Background: an optimization exercise with open tools, aiming at small area and a short achievable clock period. Do not read the settings as production practice. In this exercise RTL edits were held to simulation tests only and were not proved equivalent to the original. Power and IR drop assume default switching activity.

--- flow/run.sh ---
#!/bin/bash
# synth_recipe.tcl (not shown) runs the flow's synth.tcl, then flattens the netlist and writes it again
# the make line also repeats each setting of config.mk as NAME=value (left out here)
make -C /OpenROAD-flow-scripts/flow DESIGN_CONFIG=/design/flow/config.mk WORK_HOME=/design/flow/orfs CLKGATE_MAP_FILE= SYNTH_SCRIPT=/design/flow/synth_recipe.tcl finish
--- flow/config.mk ---
export PLATFORM = sky130hd
export DESIGN_NAME = simd_unit
export DESIGN_NICKNAME = simd_unit
export VERILOG_FILES = /design/flow/design.v
export SDC_FILE = /design/flow/constraint.sdc
export NUM_CORES = 4
export LEC_CHECK = 0
export CAP_MARGIN = 20
export CORE_MARGIN = 2
export CORE_UTILIZATION = 40
export SLEW_MARGIN = 20
--- flow/constraint.sdc ---
create_clock -name core_clock -period 10.0 [get_ports {clk}]
set_input_delay 2.0000 -clock core_clock [delete_from_list [all_inputs] [get_ports {clk}]]
set_output_delay 2.0000 -clock core_clock [all_outputs]
set_load 0.01 [all_outputs]
--- flow/design.v ---
`default_nettype none
package simd_pkg;
    localparam int NUM_LANES = 4;
    typedef logic [7:0]  byte_t;
    typedef logic [15:0] wide_t;
    typedef logic [31:0] word_t;
    typedef logic [3:0] lane_op_t;
    typedef logic [2:0] red_op_t;
    localparam lane_op_t OP_PASS = 4'd0;
    localparam lane_op_t OP_ADD  = 4'd1;
    localparam lane_op_t OP_SUB  = 4'd2;
    localparam lane_op_t OP_MUL  = 4'd3;
    localparam lane_op_t OP_MOVB = 4'd4;
    localparam lane_op_t OP_MAX  = 4'd5;
    localparam lane_op_t OP_MIN  = 4'd6;
    localparam lane_op_t OP_AND  = 4'd7;
    localparam lane_op_t OP_OR   = 4'd8;
    localparam lane_op_t OP_XOR  = 4'd9;
    localparam lane_op_t OP_NAND = 4'd10;
    localparam lane_op_t OP_NOR  = 4'd11;
    localparam lane_op_t OP_XNOR = 4'd12;
    localparam red_op_t RED_NONE = 3'd0;
    localparam red_op_t RED_SUM  = 3'd1;
    localparam red_op_t RED_MAX  = 3'd2;
    localparam red_op_t RED_MIN  = 3'd3;
    localparam red_op_t RED_XOR  = 3'd4;
    localparam int SMAX = 127;
    localparam int SMIN = -128;
    localparam int UMAX = 255;
    localparam int UMIN = 0;
endpackage
`default_nettype wire
`default_nettype none
module operand_stage (
    input  logic        clk,
    input  logic        rstn,
    input  logic        holdn,
    input  logic [31:0] ra,
    input  logic [31:0] rb,
    input  logic [31:0] bpv,
    input  logic [1:0]  bp,
    input  logic [3:0]  lane_op,
    input  logic [2:0]  red_op,
    input  logic        is_unsigned,
    input  logic        sat,
    input  logic        wen,
    output logic [simd_pkg::NUM_LANES-1:0][7:0] lane_a,
    output logic [simd_pkg::NUM_LANES-1:0][7:0] lane_b,
    output logic [3:0]  s1_lane_op,
    output logic [2:0]  s1_red_op,
    output logic        s1_unsigned,
    output logic        s1_sat,
    output logic        s1_wen
);
    logic [31:0] s1_ra;
    logic [31:0] s1_rb;
    logic [31:0] op_a;
    logic [31:0] op_b;
    always_ff @(posedge clk) begin
        if (!rstn) begin
            s1_ra       <= '0;
            s1_rb       <= '0;
            s1_lane_op  <= simd_pkg::OP_PASS;
            s1_red_op   <= simd_pkg::RED_NONE;
            s1_unsigned <= 1'b0;
            s1_sat      <= 1'b0;
            s1_wen      <= 1'b0;
        end else if (holdn) begin
            s1_ra       <= ra;
            s1_rb       <= rb;
            s1_lane_op  <= lane_op;
            s1_red_op   <= red_op;
            s1_unsigned <= is_unsigned;
            s1_sat      <= sat;
            s1_wen      <= wen;
        end
    end
    assign op_a = bp[0] ? bpv : s1_ra;
    assign op_b = bp[1] ? bpv : s1_rb;
    always_comb begin
        for (int i = 0; i < simd_pkg::NUM_LANES; i++) begin
            lane_a[i] = op_a[8*i +: 8];
            lane_b[i] = op_b[8*i +: 8];
        end
    end
endmodule
`default_nettype wire
`default_nettype none
module lane_alu (
    input  logic        clk,
    input  logic        rstn,
    input  logic        holdn,
    input  logic [7:0]  a,
    input  logic [7:0]  b,
    input  logic [3:0]  lane_op,
    input  logic        is_unsigned,
    input  logic        sat,
    output logic [15:0] lane_res
);
    logic signed [17:0] xa;
    logic signed [17:0] xb;
    logic signed [17:0] add_x;
    logic signed [17:0] sub_x;
    logic signed [17:0] mul_x;
    logic [15:0]        res_d;
    function automatic logic [15:0] clip(input logic signed [17:0] v,
                                         input logic uns,
                                         input logic en);
        logic signed [17:0] hi;
        logic signed [17:0] lo;
        logic [15:0]        r;
        hi = uns ? simd_pkg::UMAX : simd_pkg::SMAX;
        lo = uns ? simd_pkg::UMIN : simd_pkg::SMIN;
        r  = v[15:0];
        if (en) begin
            if (v > hi)
                r = hi[15:0];
            else if (v < lo)
                r = lo[15:0];
        end
        clip = r;
    endfunction
    assign xa = is_unsigned ? $signed({10'd0, a}) : $signed({{10{a[7]}}, a});
    assign xb = is_unsigned ? $signed({10'd0, b}) : $signed({{10{b[7]}}, b});
    assign add_x = xa + xb;
    assign sub_x = xa - xb;
    assign mul_x = xa * xb;
    always_comb begin
        case (lane_op)
            simd_pkg::OP_PASS: res_d = xa[15:0];
            simd_pkg::OP_ADD:  res_d = clip(add_x, is_unsigned, sat);
            simd_pkg::OP_SUB:  res_d = clip(sub_x, is_unsigned, sat);
            simd_pkg::OP_MUL:  res_d = clip(mul_x, is_unsigned, sat);
            simd_pkg::OP_MOVB: res_d = xb[15:0];
            simd_pkg::OP_MAX:  res_d = (xa > xb) ? xa[15:0] : xb[15:0];
            simd_pkg::OP_MIN:  res_d = (xa > xb) ? xb[15:0] : xa[15:0];
            simd_pkg::OP_AND:  res_d = {8'h00, a & b};
            simd_pkg::OP_OR:   res_d = {8'h00, a | b};
            simd_pkg::OP_XOR:  res_d = {8'h00, a ^ b};
            simd_pkg::OP_NAND: res_d = {8'h00, ~(a & b)};
            simd_pkg::OP_NOR:  res_d = {8'h00, ~(a | b)};
            simd_pkg::OP_XNOR: res_d = {8'h00, ~(a ^ b)};
            default:           res_d = '0;
        endcase
    end
    always_ff @(posedge clk) begin
        if (!rstn)
            lane_res <= '0;
        else if (holdn)
            lane_res <= res_d;
    end
endmodule
`default_nettype wire
`default_nettype none
module reduction_stage (
    input  logic        clk,
    input  logic        rstn,
    input  logic        holdn,
    input  logic [simd_pkg::NUM_LANES-1:0][15:0] lane_res,
    input  logic [2:0]  red_op,
    input  logic        is_unsigned,
    input  logic        sat,
    input  logic        wen,
    output logic [31:0] result,
    output logic        result_valid
);
    logic [2:0] s2_red_op;
    logic       s2_unsigned;
    logic       s2_sat;
    logic       s2_wen;
    logic signed [31:0] lane_x [simd_pkg::NUM_LANES];
    logic signed [31:0] sum_x;
    logic signed [31:0] sum_c;
    logic signed [31:0] max_x;
    logic signed [31:0] min_x;
    logic [7:0]         xor_b;
    logic [31:0]        pack_w;
    logic [31:0]        res_d;
    always_ff @(posedge clk) begin
        if (!rstn) begin
            s2_red_op   <= simd_pkg::RED_NONE;
            s2_unsigned <= 1'b0;
            s2_sat      <= 1'b0;
            s2_wen      <= 1'b0;
        end else if (holdn) begin
            s2_red_op   <= red_op;
            s2_unsigned <= is_unsigned;
            s2_sat      <= sat;
            s2_wen      <= wen;
        end
    end
    always_comb begin
        for (int i = 0; i < simd_pkg::NUM_LANES; i++) begin
            if (s2_unsigned)
                lane_x[i] = $signed({16'd0, lane_res[i]});
            else
                lane_x[i] = $signed({{16{lane_res[i][15]}}, lane_res[i]});
            pack_w[8*i +: 8] = lane_res[i][7:0];
        end
        sum_x = '0;
        max_x = lane_x[0];
        min_x = lane_x[0];
        xor_b = '0;
        for (int i = 0; i < simd_pkg::NUM_LANES; i++) begin
            sum_x = sum_x + lane_x[i];
            xor_b = xor_b ^ lane_res[i][7:0];
            if (lane_x[i] > max_x)
                max_x = lane_x[i];
            if (lane_x[i] < min_x)
                min_x = lane_x[i];
        end
        sum_c = sum_x;
        if (s2_sat) begin
            if (sum_x > (s2_unsigned ? simd_pkg::UMAX : simd_pkg::SMAX))
                sum_c = s2_unsigned ? simd_pkg::UMAX : simd_pkg::SMAX;
            else if (sum_x < (s2_unsigned ? simd_pkg::UMIN : simd_pkg::SMIN))
                sum_c = s2_unsigned ? simd_pkg::UMIN : simd_pkg::SMIN;
        end
        case (s2_red_op)
            simd_pkg::RED_SUM: res_d = sum_c;
            simd_pkg::RED_MAX: res_d = max_x;
            simd_pkg::RED_MIN: res_d = min_x;
            simd_pkg::RED_XOR: res_d = {24'd0, xor_b};
            default:           res_d = pack_w;
        endcase
    end
    always_ff @(posedge clk) begin
        if (!rstn) begin
            result       <= '0;
            result_valid <= 1'b0;
        end else if (holdn) begin
            result       <= res_d;
            result_valid <= s2_wen;
        end
    end
endmodule
`default_nettype wire
`default_nettype none
module simd_unit (
    input  logic       clk,
    input  logic       rstn,
    input  logic       holdn,
    input  logic [31:0] ra,
    input  logic [31:0] rb,
    input  logic [3:0]  lane_op,
    input  logic [2:0]  red_op,
    input  logic       is_unsigned,
    input  logic       sat,
    input  logic       wen,
    input  logic [31:0] bpv,
    input  logic [1:0] bp,
    output logic [31:0] result,
    output logic       result_valid
);
    logic [simd_pkg::NUM_LANES-1:0][7:0]  lane_a;
    logic [simd_pkg::NUM_LANES-1:0][7:0]  lane_b;
    logic [simd_pkg::NUM_LANES-1:0][15:0] lane_res;
    logic [3:0] s1_lane_op;
    logic [2:0] s1_red_op;
    logic     s1_unsigned;
    logic     s1_sat;
    logic     s1_wen;
    operand_stage u_operand_stage (
        .clk         (clk),
        .rstn        (rstn),
        .holdn       (holdn),
        .ra          (ra),
        .rb          (rb),
        .bpv         (bpv),
        .bp          (bp),
        .lane_op     (lane_op),
        .red_op      (red_op),
        .is_unsigned (is_unsigned),
        .sat         (sat),
        .wen         (wen),
        .lane_a      (lane_a),
        .lane_b      (lane_b),
        .s1_lane_op  (s1_lane_op),
        .s1_red_op   (s1_red_op),
        .s1_unsigned (s1_unsigned),
        .s1_sat      (s1_sat),
        .s1_wen      (s1_wen)
    );
    for (genvar i = 0; i < simd_pkg::NUM_LANES; i++) begin : g_lane
        lane_alu u_lane_alu (
            .clk         (clk),
            .rstn        (rstn),
            .holdn       (holdn),
            .a           (lane_a[i]),
            .b           (lane_b[i]),
            .lane_op     (s1_lane_op),
            .is_unsigned (s1_unsigned),
            .sat         (s1_sat),
            .lane_res    (lane_res[i])
        );
    end
    reduction_stage u_reduction_stage (
        .clk          (clk),
        .rstn         (rstn),
        .holdn        (holdn),
        .lane_res     (lane_res),
        .red_op       (s1_red_op),
        .is_unsigned  (s1_unsigned),
        .sat          (s1_sat),
        .wen          (s1_wen),
        .result       (result),
        .result_valid (result_valid)
    );
endmodule
`default_nettype wire
==> impl_results.md <==
- CTS tree: yes
- Period utilization: 94.71%
- Crit Path Category: input port to flop
- Crit path max fanout: 8
- TritonCTS Buffers: 17
- #FFs+latches synth: 177
- Ys async rst share: 0%
- Reg area: 0.003548 mm^2
- Post-Synthesis Cells: 5220
- Endpoints failing setup: 0
- Multiplexer share of the synthesized area: 5.035%
- Core area: 0.1050 mm^2
- Mapped Area: 0.04224 mm^2
- Gr ovfl total: 0
- Largest cells by area after synthesis: fa_1 (20%), ha_1 (19%), dfxtp_1 (8.4%)
- Slowest CP cell: fa_1
- Yosys top cell area share: 20.24%
- Wire per inst: 22.33 um
- Max H-tree Level: 4
- Layout net count: 6755
- CTS Root Cell: clkbuf_16
- IO Pins: 144
- First-pass GRT wire length: 237800 um
- Critical Path AT: 9.89 ns
- Post-route minimum period: 9.471 ns
- WP buf/inv: 10
- Initial Utilization: 40.24%
- Crit. Startpoint: bpv[7]
- Largest family of logic cells by synthesized area: adder cells
- Placed Instances: 6953
- Status: no timing/DRC/antenna violations
- FF-to-FF Start: g_lane[0].u_lane_alu.lane_res[7]$_SDFFE_PN0P_
- First-pass DRT Iterations: 6
- Initial drt markers: 3710
- Multi-input logic area: 0.03506 mm^2
- Mean Syn Cell Area: 8.093 um^2
- DRC Markers: 0
- Post-route setup slack: 0.5287 ns
- Fraction of layout cells with a size suffix above 1: 9.564%
- Crit. End Element: flop
- Worst-path clk slew: 0.09 ns
- Tightest Pin Transition: 1.160 ns
- GP Congestion: 1.007
- Util after Layout: 46.02%
- Initial antenna violation count: 2
- Post-synth EDFFs: 0
- Fin. max-slew vios: 0
- Post-Layout Cell Count: 6985
- Netlist cell types: 104
- Antenna-violating nets left: 0
- Vias in the first global route: 39640
- CP required: 10.42 ns
- Clk buf depth: 2
- # hold bufs at CTS: 0
- DIE AREA: 0.1082 mm^2
- # port buffers: 143
- Register area share after synthesis: 8.388%
- Slew HR: 22.50%
- Final setup TNS: 0 ns
- Simple-Gate Fraction of Synth Area: 14.21%
- Hold Fails Final Rpt: 0
- Std cell rows: 119
- Post-place setup slack: -0.1614 ns
- Adder-cell share of the synthesized area: 39.07%
- # fillers: 10500
- Prevailing post-synth register cell: dfxtp_1
- Post-DP HPWL: 128200 um
- Max Cap Viol: 0
- HP Class: flop to flop
- Worst Setup Start Kind: input port
- Synth Area in Compound Gates: 20.52%
- LEAKAGE: 23.88 nW
- CP peak stage delay: 0.55 ns
- Final wirelength: 156000 um
- PD cells: 219.4 mW/mm^2
- Max Clk Rate: 105.6 MHz
- Clock Latency Late Sink: 0.53 ns
- Hold wc startpoint: u_reduction_stage.result[19]$_SDFFE_PN0P_
- Delay-heaviest family, CP: adder cells
- Fin Clk Skew: 0.01334 ns
- Via Count: 40050
- Worst VDD drop: 0.0001840 V
- GRT Resource Usage Total: 28.63%
- # diodes: 0
- RSZ-0062 raised after global routing: no
- # clock sinks: 177
- Largest area contributor in the netlist: fa_1
- Via density: 5.734
- Syn_nets: 6394
- Count leader, synth: inv_1
- Die width: 329.0 um
- Total number of yosys warnings: 4
- Xor/xnor share of the synthesized area: 3.818%
- Most frequent cell on the critical path: inv_1
- Chip Height: 329.0 um
- Area growth syn-to-layout: 14.36%
- Largest net degree at the start of global routing: 81
- Top post-synthesis cells by count: inv_1 (798), ha_1 (636), nor2_1 (504)
## layer usage
metal / global-route usage [%] / share of wire (%)
met3: 5.016 / 8.1
met5: 0 / 0.0083
met2: 45.99 / 45
met1: 38.16 / 43
met4: 11.29 / 4.2
## state kept, by name, indices dropped and copies added (netlist names)
name / flops
u_operand_stage.s1_lane_op: 4
u_operand_stage.s1_sat: 1
u_operand_stage.s1_unsigned: 1
u_reduction_stage.s2_unsigned: 1
u_operand_stage.s1_wen: 1
u_reduction_stage.result_valid: 1
u_reduction_stage.s2_wen: 1
g_lane.u_lane_alu.lane_res: 64
u_operand_stage.s1_rb: 32
u_operand_stage.s1_ra: 32
u_reduction_stage.s2_red_op: 3
u_operand_stage.s1_red_op: 3
u_reduction_stage.result: 32
u_reduction_stage.s2_sat: 1
## cells in the final DEF (no fill, tap or decap), drive strengths merged, types with 54 or more instances in the layout
master / count
a211oi: 58
a21o: 63
a21oi: 262
a31oi: 54
buf: 385
clkdlybuf4s50: 140
dfxtp: 177
fa: 427
ha: 636
inv: 809
mux2i: 195
nand2: 399
nand3: 78
nor2: 504
nor2b: 55
nor3: 55
o21ai: 305
o22ai: 61
xnor2: 127
## path summary, 6_finish.rpt
| path | endpoint | slack (ns) | cells after the start |
|---|---|---|---|
| setup / recovery | g_lane[0].u_lane_alu.lane_res[0]$_SDFFE_PN0P_ | 0.53 | 35 |
| hold / removal | u_reduction_stage.result[19]$_SDFFE_PN0P_ | 0.46 | 2 |
| setup reg to reg | u_reduction_stage.result[22]$_SDFFE_PN0P_ | 0.94 | 24 |
| hold reg to reg | u_reduction_stage.result[19]$_SDFFE_PN0P_ | 0.46 | 2 |
## cell families (layout without fill, tap and decap cells)
family / Yosys count / count (layout)
mux: 206 / 206
flops: 177 / 177
buf+inv: 996 / 1370
compound gates: 1283 / 1283
simple gates: 1325 / 1325
fa+ha+maj: 1063 / 1063
xor+xnor: 170 / 170
## layout make-up
type                            instances  area share, %
Inverter                              813          6.322
Tap cell                             1391          3.603
Clock buffer                           18         0.8884
Sequential cell                       177          7.345
Multi-Input combinational cell       4047          72.57
Timing Repair Buffer                  525          8.985
Clock inverter                         14         0.2875
## through the flow
step	hold WS (ns)	power, mW	area (um^2)
floorplan	0.4596	6.670	42300
global placement	0.4411	9.662	47690
detailed placement	0.4443	9.776	47700
CTS	0.4586	10.55	48270
global route	0.4686	11.68	48310
finish	0.4561	10.60	48310
## power by group
| group | internal [mW] | total, mW | switching [mW] |
|---|---|---|---|
| Sequential | 0.762 | 0.868 | 0.106 |
| Clock | 0.331 | 0.722 | 0.390 |
| Combinational | 3.90 | 9.01 | 5.11 |
## worst register-to-register path: cells and delay by family, from the launching register on
kind	cells	cell delay, ns
AOI/OAI and AO/OA	13	4.29
adders and majority gates	3	1.14
buffers and inverters	2	0.76
DFF	1	0.56
muxes	1	0.44
and+or+nand+nor	5	1.74
## repair_timing
action,CTS,global route
resized for setup,0,10
setup buffers,0,0
endpoints found under the setup margin,0,31

-- re-timing with driven ports --
Ports are ideal in the flow. The routed layout listed here was re-timed in OpenROAD. Step 1 assumes that a clkbuf_16 drives the clock port and a buf_2 every other input. Step 2 adds t to the input delays and takes it off the output delays; t is the mean of the earliest and latest rising clock arrival at the registers after step 1. Input paths then give back, and output paths get back, about the clock's delay inside the block. Three values: ideal, step 1, step 2; two values: the first two.
t, ns: 0.596
setup slack, ns: 0.529 / 0.580 / -0.016
latest minus earliest clock arrival (ns): 0.015 / 0.016
slew at the worst register clock pin (ns): 0.09 / 0.09
cell pins on the clock port's net: 1
With both steps, setup timing fails in this run, where it was met with ideal ports. The setup slack of this run moves by +0.051 ns with the drivers and by -0.545 ns with both steps.
